From an optimization exercise on the open Yosys and OpenROAD flow, aimed at small area, a short achievable clock period and few clock cycles; shortcuts taken in it are not production practice. At most, simulation tests tie the RTL to the original design; equivalence was not proved.

==> run a <==
==> flow/design.v <==
`default_nettype none
package cpuPkg;
    localparam int xlen = 32;
    localparam int regAddrWidth = 5;
    typedef logic [xlen-1:0] wordT;
    typedef logic [regAddrWidth-1:0] regAddrT;
    localparam logic [6:0] opOp     = 7'b0110011;
    localparam logic [6:0] opOpImm  = 7'b0010011;
    localparam logic [6:0] opLoad   = 7'b0000011;
    localparam logic [6:0] opStore  = 7'b0100011;
    localparam logic [6:0] opBranch = 7'b1100011;
    localparam logic [6:0] opLui    = 7'b0110111;
    localparam logic [2:0] f3Word   = 3'b010;
    localparam logic [2:0] f3Beq    = 3'b000;
    localparam logic [6:0] f7Alt    = 7'b0100000;
endpackage
`default_nettype wire
`timescale 1ns/10ps
`default_nettype none
module regFile (
    input  wire logic            clk,
    input  wire cpuPkg::regAddrT rs1,
    input  wire cpuPkg::regAddrT rs2,
    input  wire cpuPkg::regAddrT rd,
    input  wire logic            regWrite,
    input  wire cpuPkg::wordT    writeData,
    output cpuPkg::wordT         readDataA,
    output cpuPkg::wordT         readDataB
);
    cpuPkg::wordT regs [1:31];
    always_ff @(posedge clk) begin
        if (regWrite) begin
            regs[rd] <= writeData;
        end
    end
    assign readDataA = (rs1 == '0) ? '0 : regs[rs1];
    assign readDataB = (rs2 == '0) ? '0 : regs[rs2];
endmodule
`default_nettype wire
`timescale 1ns/10ps
`default_nettype none
module instrDecode (
    input  wire cpuPkg::wordT instr,
    output cpuPkg::regAddrT   rs1,
    output cpuPkg::regAddrT   rs2,
    output cpuPkg::regAddrT   rd,
    output logic              isLui,
    output logic              isImm,
    output logic              isLoad,
    output logic              isStore,
    output logic              isBeq,
    output logic              alwaysTaken,  
    output logic              usesRs1,
    output logic              usesRs2,
    output logic              aluWrite,    
    output logic              loadWrite,   
    output cpuPkg::wordT      immAlu,      
    output logic [11:0]       immAddr,     
    output logic [12:0]       immB,        
    output logic              sub,
    output logic              selAdd,
    output logic              selSlt,
    output logic              selSltu,
    output logic              selXor,
    output logic              selOr,
    output logic              selAnd,
    output logic              selShift,
    output logic              shLeft,
    output logic              shArith
);
    logic [6:0] opcode, funct7;
    logic [2:0] funct3;
    logic isOp, isAlu, rdNz, alt;
    assign opcode = instr[6:0];
    assign rd     = instr[11:7];
    assign funct3 = instr[14:12];
    assign rs1    = instr[19:15];
    assign rs2    = instr[24:20];
    assign funct7 = instr[31:25];
    assign isOp    = (opcode == cpuPkg::opOp);
    assign isImm   = (opcode == cpuPkg::opOpImm);
    assign isLui   = (opcode == cpuPkg::opLui);
    assign isLoad  = (opcode == cpuPkg::opLoad)   && (funct3 == cpuPkg::f3Word);
    assign isStore = (opcode == cpuPkg::opStore)  && (funct3 == cpuPkg::f3Word);
    assign isBeq   = (opcode == cpuPkg::opBranch) && (funct3 == cpuPkg::f3Beq);
    assign isAlu   = isOp || isImm;
    assign alwaysTaken = isBeq && (rs1 == rs2);
    assign usesRs1 = isAlu || isLoad || isStore || isBeq;
    assign usesRs2 = isOp || isStore || isBeq;
    assign rdNz    = (rd != '0);
    assign alt     = (funct7 == cpuPkg::f7Alt);
    assign aluWrite  = (isAlu || isLui) && rdNz;
    assign loadWrite = isLoad && rdNz;
    assign immAlu = isLui ? {instr[31:12], 12'b0} : {{20{instr[31]}}, instr[31:20]};
    assign immB   = {instr[31], instr[7], instr[30:25], instr[11:8], 1'b0};
    assign immAddr = isStore ? {instr[31:25], instr[11:7]} : instr[31:20];
    assign sub      = isAlu && ((funct3 == 3'b010) || (funct3 == 3'b011) ||
                                (isOp && funct3 == 3'b000 && alt));
    assign selAdd   = isLui || (funct3 == 3'b000);
    assign selSlt   = !isLui && (funct3 == 3'b010);
    assign selSltu  = !isLui && (funct3 == 3'b011);
    assign selXor   = !isLui && (funct3 == 3'b100);
    assign selOr    = !isLui && (funct3 == 3'b110);
    assign selAnd   = !isLui && (funct3 == 3'b111);
    assign selShift = !isLui && (funct3[1:0] == 2'b01);
    assign shLeft   = !funct3[2];
    assign shArith  = alt;
endmodule
`default_nettype wire
`timescale 1ns/10ps
`default_nettype none
module alu (
    input  wire cpuPkg::wordT a,
    input  wire cpuPkg::wordT b,
    input  wire logic sub,        
    input  wire logic selAdd,
    input  wire logic selSlt,
    input  wire logic selSltu,
    input  wire logic selXor,
    input  wire logic selOr,
    input  wire logic selAnd,
    input  wire logic selShift,
    input  wire logic shLeft,
    input  wire logic shArith,
    output cpuPkg::wordT result
);
    cpuPkg::wordT bx, sum, shIn, shOut, shRev;
    logic [33:0] wide;
    logic [32:0] shWide;
    logic carry, lt, ltu;
    assign bx    = sub ? ~b : b;
    assign wide  = {1'b0, a, 1'b1} + {1'b0, bx, sub};
    assign sum   = wide[32:1];
    assign carry = wide[33];
    assign ltu   = ~carry;
    assign lt    = (a[31] ^ b[31]) ? a[31] : sum[31];
    always_comb begin
        for (int i = 0; i < 32; i++) shIn[i] = shLeft ? a[31-i] : a[i];
    end
    assign shWide = $signed({shArith & a[31], shIn}) >>> b[4:0];
    assign shOut  = shWide[31:0];
    always_comb begin
        for (int i = 0; i < 32; i++) shRev[i] = shLeft ? shOut[31-i] : shOut[i];
    end
    assign result = ({32{selAdd}}   & sum)
                  | ({32{selSlt}}   & {31'b0, lt})
                  | ({32{selSltu}}  & {31'b0, ltu})
                  | ({32{selXor}}   & (a ^ b))
                  | ({32{selOr}}    & (a | b))
                  | ({32{selAnd}}   & (a & b))
                  | ({32{selShift}} & shRev);
endmodule
`default_nettype wire
`timescale 1ns/10ps
`default_nettype none
module controlFsm (
    input  wire logic clk,
    input  wire logic reset,
    input  wire logic eMem,        
    input  wire logic eTaken,      
    input  wire logic hazard,      
    input  wire logic wConflict,   
    input  wire logic alwaysTaken, 
    output logic      busFetch,    
    output logic      dValid,      
    output logic      dFromIr,     
    output logic      dRedirect,   
    output logic      advance,     
    output logic      rewind       
);
    logic arrive, replay, hold, arriveNext;
    always_ff @(posedge clk or posedge reset) begin
        if (reset) begin
            busFetch <= 1'b1;
            arrive   <= 1'b0;
            replay   <= 1'b0;
        end else begin
            busFetch <= !eMem;
            arrive   <= arriveNext;
            replay   <= hold;
        end
    end
    assign dValid     = arrive || replay;
    assign dFromIr    = replay;
    assign dRedirect  = dValid && alwaysTaken && !eTaken && !eMem;
    assign advance    = dValid && !eTaken && !dRedirect && !hazard && !wConflict;
    assign hold       = dValid && !eTaken && !dRedirect && (hazard || wConflict);
    assign rewind     = hazard && busFetch;
    assign arriveNext = busFetch && !eTaken && !dRedirect && !hazard;
endmodule
`default_nettype wire
`timescale 1ns/10ps
`default_nettype none
module cpuCore (
    input  wire logic clk,
    input  wire logic reset,
    input  wire cpuPkg::wordT memReadData,
    output cpuPkg::wordT      memAddress,
    output cpuPkg::wordT      memWriteData,
    output logic      memWrite
);
    function automatic cpuPkg::wordT byteSwap(input cpuPkg::wordT word);
        byteSwap = {word[7:0], word[15:8], word[23:16], word[31:24]};
    endfunction
    cpuPkg::wordT addrQ;          
    logic         writeQ;         
    cpuPkg::wordT wdataQ;         
    cpuPkg::wordT savedPc;        
    cpuPkg::wordT dPc;            
    cpuPkg::wordT ir;             
    logic eAluWrite, eLoadWrite, eLoad, eStore, eBeq;
    logic eSub, eSelAdd, eSelSlt, eSelSltu, eSelXor, eSelOr, eSelAnd;
    logic eSelShift, eShLeft, eShArith;
    cpuPkg::regAddrT eRd;
    cpuPkg::wordT eA, eB, eTarget;
    logic [11:0] eImm;
    logic mLoadWrite, wLoad;
    cpuPkg::regAddrT mRd, wRd;
    assign memAddress   = addrQ;
    assign memWrite     = writeQ;
    assign memWriteData = wdataQ;
    logic eMem, eTaken, regWrite;
    cpuPkg::wordT addrSum, aluResult, loadWord, writeData, seqPc, nextAddr;
    cpuPkg::regAddrT writeRd;
    assign eMem    = eLoad || eStore;
    assign eTaken  = eBeq && (eA == eB);
    assign addrSum = eA + {{20{eImm[11]}}, eImm};
    assign loadWord  = byteSwap(memReadData);
    assign regWrite  = eAluWrite || wLoad;
    assign writeRd   = wLoad ? wRd : eRd;
    assign writeData = wLoad ? loadWord : aluResult;
    alu aluInst (
        .a(eA), .b(eB), .sub(eSub),
        .selAdd(eSelAdd), .selSlt(eSelSlt), .selSltu(eSelSltu),
        .selXor(eSelXor), .selOr(eSelOr), .selAnd(eSelAnd),
        .selShift(eSelShift), .shLeft(eShLeft), .shArith(eShArith),
        .result(aluResult)
    );
    logic busFetch, dValid, dFromIr, dRedirect, advance, rewind, hazard, wConflict;
    cpuPkg::wordT dInstr, readA, readB, immAlu, opA, opB, dTarget;
    cpuPkg::regAddrT rs1, rs2, rd;
    logic isLui, isImm, isLoad, isStore, isBeq, alwaysTaken, usesRs1, usesRs2;
    logic aluWrite, loadWrite;
    logic sub, selAdd, selSlt, selSltu, selXor, selOr, selAnd, selShift, shLeft, shArith;
    logic [11:0] immAddr;
    logic [12:0] immB;
    assign dInstr = dFromIr ? ir : loadWord;
    assign hazard = dValid && eLoadWrite &&
                    ((usesRs1 && (rs1 == eRd)) || (usesRs2 && (rs2 == eRd)));
    assign wConflict = mLoadWrite;
    controlFsm controlFsmInst (
        .clk(clk), .reset(reset), .eMem(eMem), .eTaken(eTaken),
        .hazard(hazard), .wConflict(wConflict), .alwaysTaken(alwaysTaken),
        .busFetch(busFetch), .dValid(dValid), .dFromIr(dFromIr),
        .dRedirect(dRedirect), .advance(advance), .rewind(rewind)
    );
    instrDecode instrDecodeInst (
        .instr(dInstr), .rs1(rs1), .rs2(rs2), .rd(rd),
        .isLui(isLui), .isImm(isImm), .isLoad(isLoad), .isStore(isStore), .isBeq(isBeq),
        .alwaysTaken(alwaysTaken), .usesRs1(usesRs1), .usesRs2(usesRs2),
        .aluWrite(aluWrite), .loadWrite(loadWrite), .immAlu(immAlu), .immAddr(immAddr),
        .immB(immB),
        .sub(sub), .selAdd(selAdd), .selSlt(selSlt), .selSltu(selSltu),
        .selXor(selXor), .selOr(selOr), .selAnd(selAnd), .selShift(selShift),
        .shLeft(shLeft), .shArith(shArith)
    );
    regFile regFileInst (
        .clk(clk), .rs1(loadWord[19:15]), .rs2(loadWord[24:20]), .rd(writeRd),
        .regWrite(regWrite), .writeData(writeData),
        .readDataA(readA), .readDataB(readB)
    );
    always_comb begin
        if (dFromIr) begin
            opA = (wLoad && (wRd == rs1)) ? loadWord : eA;
            opB = (wLoad && (wRd == rs2)) ? loadWord : eB;
        end else begin
            opA = (eAluWrite && (eRd == rs1)) ? aluResult : readA;
            opB = (eAluWrite && (eRd == rs2)) ? aluResult : readB;
        end
    end
    assign dTarget = dPc + {{19{immB[12]}}, immB};
    assign seqPc = busFetch ? addrQ + 32'd4 : savedPc;
    always_comb begin
        if (eMem)           nextAddr = addrSum;
        else if (eTaken)    nextAddr = eTarget;
        else if (dRedirect) nextAddr = dTarget;
        else                nextAddr = seqPc;
    end
    always_ff @(posedge clk or posedge reset) begin
        if (reset) begin
            addrQ      <= '0;
            writeQ     <= 1'b0;
            eAluWrite  <= 1'b0;
            eLoadWrite <= 1'b0;
            eLoad      <= 1'b0;
            eStore     <= 1'b0;
            eBeq       <= 1'b0;
            mLoadWrite <= 1'b0;
            wLoad      <= 1'b0;
        end else begin
            addrQ      <= nextAddr;
            writeQ     <= eStore;
            eAluWrite  <= advance && aluWrite;
            eLoadWrite <= advance && loadWrite;
            eLoad      <= advance && isLoad;
            eStore     <= advance && isStore;
            eBeq       <= advance && isBeq;
            mLoadWrite <= eLoadWrite;
            wLoad      <= mLoadWrite && !(eAluWrite && (eRd == mRd));
        end
    end
    always_ff @(posedge clk) begin
        wdataQ <= byteSwap(eB);
        if (busFetch) savedPc <= rewind ? addrQ : addrQ + 32'd4;
        if (busFetch && !eTaken && !dRedirect && !hazard) dPc <= addrQ;
        ir <= dInstr;
        if (dFromIr) begin
            eA <= isLui ? '0 : opA;
            eB <= (isImm || isLui) ? eB : opB;
        end else begin
            eA <= isLui ? '0 : opA;
            eB <= (isImm || isLui) ? immAlu : opB;
        end
        eTarget <= dTarget;
        eImm <= immAddr;
        eRd  <= rd;
        mRd  <= eRd;
        wRd  <= mRd;
        eSub      <= sub;
        eSelAdd   <= selAdd;
        eSelSlt   <= selSlt;
        eSelSltu  <= selSltu;
        eSelXor   <= selXor;
        eSelOr    <= selOr;
        eSelAnd   <= selAnd;
        eSelShift <= selShift;
        eShLeft   <= shLeft;
        eShArith  <= shArith;
    end
endmodule
`default_nettype wire
==> flow/run.sh <==
#!/bin/bash
# synth_recipe.tcl (not shown) runs the flow's synth.tcl, then flattens the netlist and writes it again
# the make line also repeats each setting of config.mk as NAME=value (left out here)
make -C /OpenROAD-flow-scripts/flow DESIGN_CONFIG=/design/flow/config.mk WORK_HOME=/design/flow/orfs CLKGATE_MAP_FILE= SYNTH_SCRIPT=/design/flow/synth_recipe.tcl finish
==> flow/config.mk <==
export PLATFORM = sky130hd
export DESIGN_NAME = cpuCore
export DESIGN_NICKNAME = cpuCore
export VERILOG_FILES = /design/flow/design.v
export SDC_FILE = /design/flow/constraint.sdc
export NUM_CORES = 4
export LEC_CHECK = 0
export ABC_CLOCK_PERIOD_IN_PS = 4000
export CAP_MARGIN = 20
export CORE_MARGIN = 2
export CORE_UTILIZATION = 50
export SETUP_SLACK_MARGIN = 5
export SLEW_MARGIN = 20
==> flow/constraint.sdc <==
create_clock -name core_clock -period 11.0 [get_ports {clk}]
set_input_delay 2.2000 -clock core_clock [delete_from_list [all_inputs] [get_ports {clk}]]
set_output_delay 2.2000 -clock core_clock [all_outputs]
set_load 0.01 [all_outputs]
==> inputs of run b, as changes to run a <==
--- a/flow/design.v
+++ b/flow/design.v
@@ -51,5 +51,2 @@
     output logic              isBeq,
-    output logic              alwaysTaken,  
-    output logic              usesRs1,
-    output logic              usesRs2,
     output logic              aluWrite,    
@@ -86,5 +83,2 @@
     assign isAlu   = isOp || isImm;
-    assign alwaysTaken = isBeq && (rs1 == rs2);
-    assign usesRs1 = isAlu || isLoad || isStore || isBeq;
-    assign usesRs2 = isOp || isStore || isBeq;
     assign rdNz    = (rd != '0);
@@ -160,31 +154,19 @@
     input  wire logic eTaken,      
-    input  wire logic hazard,      
-    input  wire logic wConflict,   
-    input  wire logic alwaysTaken, 
-    output logic      busFetch,    
     output logic      dValid,      
     output logic      dFromIr,     
-    output logic      dRedirect,   
-    output logic      advance,     
-    output logic      rewind       
+    output logic      advance      
 );
-    logic arrive, replay, hold, arriveNext;
+    logic fetched, replay;
     always_ff @(posedge clk or posedge reset) begin
         if (reset) begin
-            busFetch <= 1'b1;
-            arrive   <= 1'b0;
-            replay   <= 1'b0;
+            fetched <= 1'b0;
+            replay  <= 1'b0;
         end else begin
-            busFetch <= !eMem;
-            arrive   <= arriveNext;
-            replay   <= hold;
+            fetched <= !eMem;
+            replay  <= eMem && dValid;
         end
     end
-    assign dValid     = arrive || replay;
-    assign dFromIr    = replay;
-    assign dRedirect  = dValid && alwaysTaken && !eTaken && !eMem;
-    assign advance    = dValid && !eTaken && !dRedirect && !hazard && !wConflict;
-    assign hold       = dValid && !eTaken && !dRedirect && (hazard || wConflict);
-    assign rewind     = hazard && busFetch;
-    assign arriveNext = busFetch && !eTaken && !dRedirect && !hazard;
+    assign dValid  = fetched || replay;
+    assign dFromIr = replay;
+    assign advance = dValid && !eMem && !eTaken;
 endmodule
@@ -204,9 +186,5 @@
     endfunction
-    cpuPkg::wordT addrQ;          
-    logic         writeQ;         
-    cpuPkg::wordT wdataQ;         
-    cpuPkg::wordT savedPc;        
-    cpuPkg::wordT dPc;            
+    cpuPkg::wordT pc;             
     cpuPkg::wordT ir;             
-    logic eAluWrite, eLoadWrite, eLoad, eStore, eBeq;
+    logic eAluWrite, eLoadWrite, eLoad, eStore, eBeq, wLoad;
     logic eSub, eSelAdd, eSelSlt, eSelSltu, eSelXor, eSelOr, eSelAnd;
@@ -216,10 +194,4 @@
     logic [11:0] eImm;
-    logic mLoadWrite, wLoad;
-    cpuPkg::regAddrT mRd, wRd;
-    assign memAddress   = addrQ;
-    assign memWrite     = writeQ;
-    assign memWriteData = wdataQ;
     logic eMem, eTaken, regWrite;
-    cpuPkg::wordT addrSum, aluResult, loadWord, writeData, seqPc, nextAddr;
-    cpuPkg::regAddrT writeRd;
+    cpuPkg::wordT addrSum, nextPc, aluResult, loadWord, writeData;
     assign eMem    = eLoad || eStore;
@@ -227,5 +199,8 @@
     assign addrSum = eA + {{20{eImm[11]}}, eImm};
+    assign nextPc  = eTaken ? eTarget : pc + 32'd4;
+    assign memAddress   = eMem ? addrSum : nextPc;
+    assign memWrite     = eStore;
+    assign memWriteData = byteSwap(eB);
     assign loadWord  = byteSwap(memReadData);
     assign regWrite  = eAluWrite || wLoad;
-    assign writeRd   = wLoad ? wRd : eRd;
     assign writeData = wLoad ? loadWord : aluResult;
@@ -238,7 +213,6 @@
     );
-    logic busFetch, dValid, dFromIr, dRedirect, advance, rewind, hazard, wConflict;
-    cpuPkg::wordT dInstr, readA, readB, immAlu, opA, opB, dTarget;
+    logic dValid, dFromIr, advance;
+    cpuPkg::wordT dInstr, readA, readB, immAlu, opA, opB;
     cpuPkg::regAddrT rs1, rs2, rd;
-    logic isLui, isImm, isLoad, isStore, isBeq, alwaysTaken, usesRs1, usesRs2;
-    logic aluWrite, loadWrite;
+    logic isLui, isImm, isLoad, isStore, isBeq, aluWrite, loadWrite;
     logic sub, selAdd, selSlt, selSltu, selXor, selOr, selAnd, selShift, shLeft, shArith;
@@ -247,10 +221,5 @@
     assign dInstr = dFromIr ? ir : loadWord;
-    assign hazard = dValid && eLoadWrite &&
-                    ((usesRs1 && (rs1 == eRd)) || (usesRs2 && (rs2 == eRd)));
-    assign wConflict = mLoadWrite;
     controlFsm controlFsmInst (
         .clk(clk), .reset(reset), .eMem(eMem), .eTaken(eTaken),
-        .hazard(hazard), .wConflict(wConflict), .alwaysTaken(alwaysTaken),
-        .busFetch(busFetch), .dValid(dValid), .dFromIr(dFromIr),
-        .dRedirect(dRedirect), .advance(advance), .rewind(rewind)
+        .dValid(dValid), .dFromIr(dFromIr), .advance(advance)
     );
@@ -259,3 +228,2 @@
         .isLui(isLui), .isImm(isImm), .isLoad(isLoad), .isStore(isStore), .isBeq(isBeq),
-        .alwaysTaken(alwaysTaken), .usesRs1(usesRs1), .usesRs2(usesRs2),
         .aluWrite(aluWrite), .loadWrite(loadWrite), .immAlu(immAlu), .immAddr(immAddr),
@@ -267,3 +235,3 @@
     regFile regFileInst (
-        .clk(clk), .rs1(loadWord[19:15]), .rs2(loadWord[24:20]), .rd(writeRd),
+        .clk(clk), .rs1(loadWord[19:15]), .rs2(loadWord[24:20]), .rd(eRd),
         .regWrite(regWrite), .writeData(writeData),
@@ -273,4 +241,4 @@
         if (dFromIr) begin
-            opA = (wLoad && (wRd == rs1)) ? loadWord : eA;
-            opB = (wLoad && (wRd == rs2)) ? loadWord : eB;
+            opA = (wLoad && (eRd == rs1)) ? loadWord : eA;
+            opB = (wLoad && (eRd == rs2)) ? loadWord : eB;
         end else begin
@@ -280,14 +248,5 @@
     end
-    assign dTarget = dPc + {{19{immB[12]}}, immB};
-    assign seqPc = busFetch ? addrQ + 32'd4 : savedPc;
-    always_comb begin
-        if (eMem)           nextAddr = addrSum;
-        else if (eTaken)    nextAddr = eTarget;
-        else if (dRedirect) nextAddr = dTarget;
-        else                nextAddr = seqPc;
-    end
     always_ff @(posedge clk or posedge reset) begin
         if (reset) begin
-            addrQ      <= '0;
-            writeQ     <= 1'b0;
+            pc         <= 32'hFFFF_FFFC;
             eAluWrite  <= 1'b0;
@@ -297,7 +256,5 @@
             eBeq       <= 1'b0;
-            mLoadWrite <= 1'b0;
             wLoad      <= 1'b0;
         end else begin
-            addrQ      <= nextAddr;
-            writeQ     <= eStore;
+            if (!eMem) pc <= nextPc;
             eAluWrite  <= advance && aluWrite;
@@ -307,4 +264,3 @@
             eBeq       <= advance && isBeq;
-            mLoadWrite <= eLoadWrite;
-            wLoad      <= mLoadWrite && !(eAluWrite && (eRd == mRd));
+            wLoad      <= eLoadWrite;
         end
@@ -312,5 +268,2 @@
     always_ff @(posedge clk) begin
-        wdataQ <= byteSwap(eB);
-        if (busFetch) savedPc <= rewind ? addrQ : addrQ + 32'd4;
-        if (busFetch && !eTaken && !dRedirect && !hazard) dPc <= addrQ;
         ir <= dInstr;
@@ -323,7 +276,5 @@
         end
-        eTarget <= dTarget;
+        eTarget <= pc + {{19{immB[12]}}, immB};
         eImm <= immAddr;
-        eRd  <= rd;
-        mRd  <= eRd;
-        wRd  <= mRd;
+        if (!eMem) eRd <= rd;
         eSub      <= sub;
==> inputs of run c, as changes to run a <==
- ABC_CLOCK_PERIOD_IN_PS: 4000 -> 3000
- CORE_UTILIZATION: 50 -> 60
==> reports/metrics.cfg <==
[outcome]
status=no timing/DRC/antenna violations

[sta]
skew_ns=0.0477

[global_route]
groute.usage.overall=0.376

[die]
rows=123

[logic_synthesis]
synthTopCellsByArea=edfxtp_1 48%, mux4_2 20%, dfxtp_1 4.5%, mux2i_1 3.6%, ha_1 2.9%
synth-edff-count=1088

(the above is from run c)
==> reports/metrics.cfg <==
[flow_run]
max_cap_violations=0

[finish]
multi_input_area_share=0.401

[logic_synthesis]
synthTopCellsByArea=edfxtp_1 48%, mux4_2 18%, mux2i_1 4.7%, dfxtp_1 3.4%, ha_1 3.1%
synth-edff-count=1029

[outcome]
status=no timing/DRC/antenna violations

[sta]
skew_ns=0.0462

(the above is from run b)
==> reports/metrics.cfg <==
[logic_synthesis]
synthTopCellsByArea=edfxtp_1 48%, mux4_2 20%, dfxtp_1 4.5%, mux2i_1 3.6%, ha_1 2.9%
synth-edff-count=1088

[sta]
skew_ns=0.0311

[outcome]
status=no timing/DRC/antenna violations

(the above is from run a)
Testbench counts of run a, summed over its fixed seeds: cycles 29,641.
Testbench counts of run c, summed over its fixed seeds: cycles 29,641.
No functional check of the RTL was part of run b.

[re-timing with driven ports]
The results above use ideal ports. As a check the final layouts listed here were re-extracted and re-timed, cells and wires unchanged. Step 1 assumes that a clkbuf_16 drives the clock port and a buf_2 every other input. Step 2 moves the port delays by t, midway between the first and last clock arrival at a register: inputs arrive t later, outputs are due t later. That takes back most of the time a late clock gives input paths. Three values: ideal ports, drivers, drivers and shift; two values: the first two.
run	shift t [ns]	setup WS [ns]	hold slack, ns	slew at the worst register clock pin (ns)
run a	0.865	5.253 / 5.264 / 4.398	0.362 / 0.362 / 0.362	0.08 / 0.08
run b	0.843	4.970 / 4.898 / 4.428	0.360 / 0.360 / 0.360	0.06 / 0.06
run c	0.826	5.433 / 5.441 / 4.615	0.362 / 0.362 / 0.362	0.07 / 0.07
After both steps setup and hold are still met in every run listed. For run a, which loses most, drivers alone change the setup slack by +0.011 ns; drivers and shift together by -0.855 ns.
